What follows belongs to an exercise in optimizing a design on an open flow for small area, a short achievable clock period and few clock cycles per item; a production flow would make more cautious choices.
Only simulation tests tie the RTL to the original design; equivalence was not proved.
Power and IR drop assume default switching activity.

== alpha ==
==> flow/design.v <==
`default_nettype none
module mem_stage (
    input  wire        clk,
    input  wire        rst_n,
    input  wire        req_valid,
    input  wire [2:0]  req_funct3,
    input  wire        req_is_store,
    input  wire [4:0]  req_rd,
    input  wire [31:0] req_base,
    input  wire [11:0] req_imm,
    input  wire [31:0] req_store_data,
    output wire        rsp_valid,
    output wire [4:0]  rsp_rd,
    output wire [31:0] rsp_load_data,
    output wire        rsp_fault,
    output wire        rsp_was_store
);
    wire [9:0] addr = req_base[9:0] + req_imm[9:0];  
    logic bad_code, misaligned, fault;
    always_comb begin
        bad_code   = 1'b0;
        misaligned = 1'b0;
        case (req_funct3)
            3'd0: ;
            3'd4: bad_code = req_is_store;
            3'd1: misaligned = addr[0];
            3'd5: begin bad_code = req_is_store; misaligned = addr[0]; end
            3'd2: misaligned = |addr[1:0];
            default: bad_code = 1'b1;
        endcase
    end
    assign fault = bad_code | misaligned;
    logic [3:0]  wstrobe;
    logic [31:0] wdata;
    always_comb begin
        case (req_funct3[1:0])
            2'd0: begin
                wdata   = {4{req_store_data[7:0]}};
                wstrobe = 4'b0001 << addr[1:0];
            end
            2'd1: begin
                wdata   = {2{req_store_data[15:0]}};
                wstrobe = addr[1] ? 4'b1100 : 4'b0011;
            end
            default: begin
                wdata   = req_store_data;
                wstrobe = 4'b1111;
            end
        endcase
    end
    logic        v1;
    logic [3:0]  we1;
    logic [31:0] wd1;
    logic [15:0] sel_lo, sel_hi;  
    logic [1:0]  off1;
    logic [2:0]  f3_1;
    logic        ld_ok1, fault1, st1;
    logic [4:0]  rd1;
    always_ff @(posedge clk) begin
        if (!rst_n) begin
            v1  <= 1'b0;
            we1 <= 4'b0;
        end else begin
            v1  <= req_valid;
            we1 <= (req_valid & req_is_store & ~fault) ? wstrobe : 4'b0;
        end
    end
    always_ff @(posedge clk) begin
        wd1    <= wdata;
        sel_lo <= 16'b1 << addr[5:2];
        sel_hi <= 16'b1 << addr[9:6];
        off1   <= addr[1:0];
        f3_1   <= req_funct3;
        ld_ok1 <= ~req_is_store & ~fault;
        fault1 <= fault;
        st1    <= req_is_store;
        rd1    <= req_rd;
    end
    logic [255:0] wl;  
    logic [31:0] mem [256];
    genvar gw;
    generate
        for (gw = 0; gw < 256; gw++) begin : g_word
            assign wl[gw] = sel_lo[gw % 16] & sel_hi[gw / 16];
            always_ff @(posedge clk) begin
                if (wl[gw] & we1[0]) mem[gw][7:0]   <= wd1[7:0];
                if (wl[gw] & we1[1]) mem[gw][15:8]  <= wd1[15:8];
                if (wl[gw] & we1[2]) mem[gw][23:16] <= wd1[23:16];
                if (wl[gw] & we1[3]) mem[gw][31:24] <= wd1[31:24];
            end
        end
    endgenerate
    logic [3:0][31:0] part;
    always_comb begin
        for (int q = 0; q < 4; q++) begin
            part[q] = 32'b0;
            for (int w = 64 * q; w < 64 * q + 64; w++) part[q] = part[q] | ({32{wl[w]}} & mem[w]);
        end
    end
    logic        v2;
    logic [3:0][31:0] part2;
    logic [1:0]  off2;
    logic [2:0]  f3_2;
    logic        ld_ok2, fault2, st2;
    logic [4:0]  rd2;
    always_ff @(posedge clk) begin
        if (!rst_n) v2 <= 1'b0;
        else        v2 <= v1;
    end
    always_ff @(posedge clk) begin
        part2  <= part;
        off2   <= off1;
        f3_2   <= f3_1;
        ld_ok2 <= ld_ok1;
        fault2 <= fault1;
        st2    <= st1;
        rd2    <= rd1;
    end
    wire [31:0] rw2 = part2[0] | part2[1] | part2[2] | part2[3];
    wire [7:0]  rbyte = rw2[{off2, 3'b000} +: 8];
    wire [15:0] rhalf = rw2[{off2[1], 4'b0000} +: 16];
    logic [31:0] ldata;
    always_comb begin
        case (f3_2)
            3'd0:    ldata = {{24{rbyte[7]}}, rbyte};
            3'd4:    ldata = {24'h0, rbyte};
            3'd1:    ldata = {{16{rhalf[15]}}, rhalf};
            3'd5:    ldata = {16'h0, rhalf};
            default: ldata = rw2;
        endcase
        if (!ld_ok2) ldata = 32'b0;
    end
    logic        v3;
    logic [31:0] ld3;
    logic        fault3, st3;
    logic [4:0]  rd3;
    always_ff @(posedge clk) begin
        if (!rst_n) v3 <= 1'b0;
        else        v3 <= v2;
    end
    always_ff @(posedge clk) begin
        ld3    <= ldata;
        fault3 <= fault2;
        st3    <= st2;
        rd3    <= rd2;
    end
    assign rsp_valid     = v3;
    assign rsp_rd        = rd3;
    assign rsp_load_data = ld3;
    assign rsp_fault     = fault3;
    assign rsp_was_store = st3;
endmodule
`default_nettype wire
Settings: LEC_CHECK=0, ABC_CLOCK_PERIOD_IN_PS=2500, CAP_MARGIN=30, CORE_MARGIN=2, CORE_UTILIZATION=62, CTS_CLUSTER_DIAMETER=80, CTS_CLUSTER_SIZE=25, PLACE_DENSITY=0.72, SETUP_SLACK_MARGIN=4.1, SLEW_MARGIN=50, SYNTH_MEMORY_MAX_BITS=16384; clock period 7.0 ns.
run.sh (not shown) runs the stock make flow with config.mk's settings and CLKGATE_MAP_FILE= SYNTH_SCRIPT=/design/flow/synth_recipe.tcl, a recipe that flattens the netlist after the stock synthesis.
Testbench counts of alpha, summed over its fixed seeds: cycles 12,008, items 12,000.
Relative to alpha, the following input files were edited for beta:
# alpha
export LEC_CHECK = 0
export ABC_CLOCK_PERIOD_IN_PS = 2500
export CAP_MARGIN = 30
export CORE_MARGIN = 2
export CORE_UTILIZATION = 62
export CTS_CLUSTER_DIAMETER = 80
export CTS_CLUSTER_SIZE = 25
export PLACE_DENSITY = 0.72
export SETUP_SLACK_MARGIN = 4.1
export SLEW_MARGIN = 50
export SYNTH_MEMORY_MAX_BITS = 16384
create_clock -name core_clock -period 7.0 [get_ports {clk}]
# beta
export LEC_CHECK = 0
export ABC_CLOCK_PERIOD_IN_PS = 2500
export CAP_MARGIN = 30
export CORE_MARGIN = 2
export CORE_UTILIZATION = 55
export CTS_CLUSTER_DIAMETER = 80
export CTS_CLUSTER_SIZE = 25
export PLACE_DENSITY = 0.65
export SETUP_SLACK_MARGIN = 4.1
export SLEW_MARGIN = 50
export SYNTH_MEMORY_MAX_BITS = 16384
create_clock -name core_clock -period 7.0 [get_ports {clk}]
==> comparison <==
The most used routing layer comes out met1 in one run and met2 in the other, namely in beta and alpha respectively.
Going from alpha to beta, final cell count now larger; portion of total power attributed to the clock network increased 1.1 points; worst path setup slack after routing rose 0.28 ns.
Type of the worst setup path: flop to output pin -> beta, flop to flop -> alpha

-- what the ideal ports hide --
The results above use ideal ports. As a check the final layouts listed here were re-extracted and re-timed, cells and wires unchanged. Step 1 assumes that a clkbuf_16 drives the clock port and a buf_2 every other input. Step 2, shift: input delay + t, output delay - t, t = (earliest + latest rising clock arrival at the registers) / 2. This alone moves slack from input paths to output paths. a / b / c = ideal ports / drivers / drivers and shift; a / b = the first two.
| run | t, ns | setup slack, ns | clock arrival spread, ns | slew at the worst register clock pin (ns) | worst data-port slew with drivers (ns) |
|---|---|---|---|---|---|
| alpha | 1.184 | 3.613 / 3.613 / 3.227 | 0.060 / 0.061 | 0.10 / 0.10 | 0.04 |
| beta | 1.220 | 3.890 / 3.749 / 3.012 | 0.094 / 0.093 | 0.11 / 0.11 | 0.09 |
After both steps setup and hold are still met in every run listed. The setup slack of beta, which loses most, moves by -0.141 ns with the drivers and by -0.878 ns with both steps.
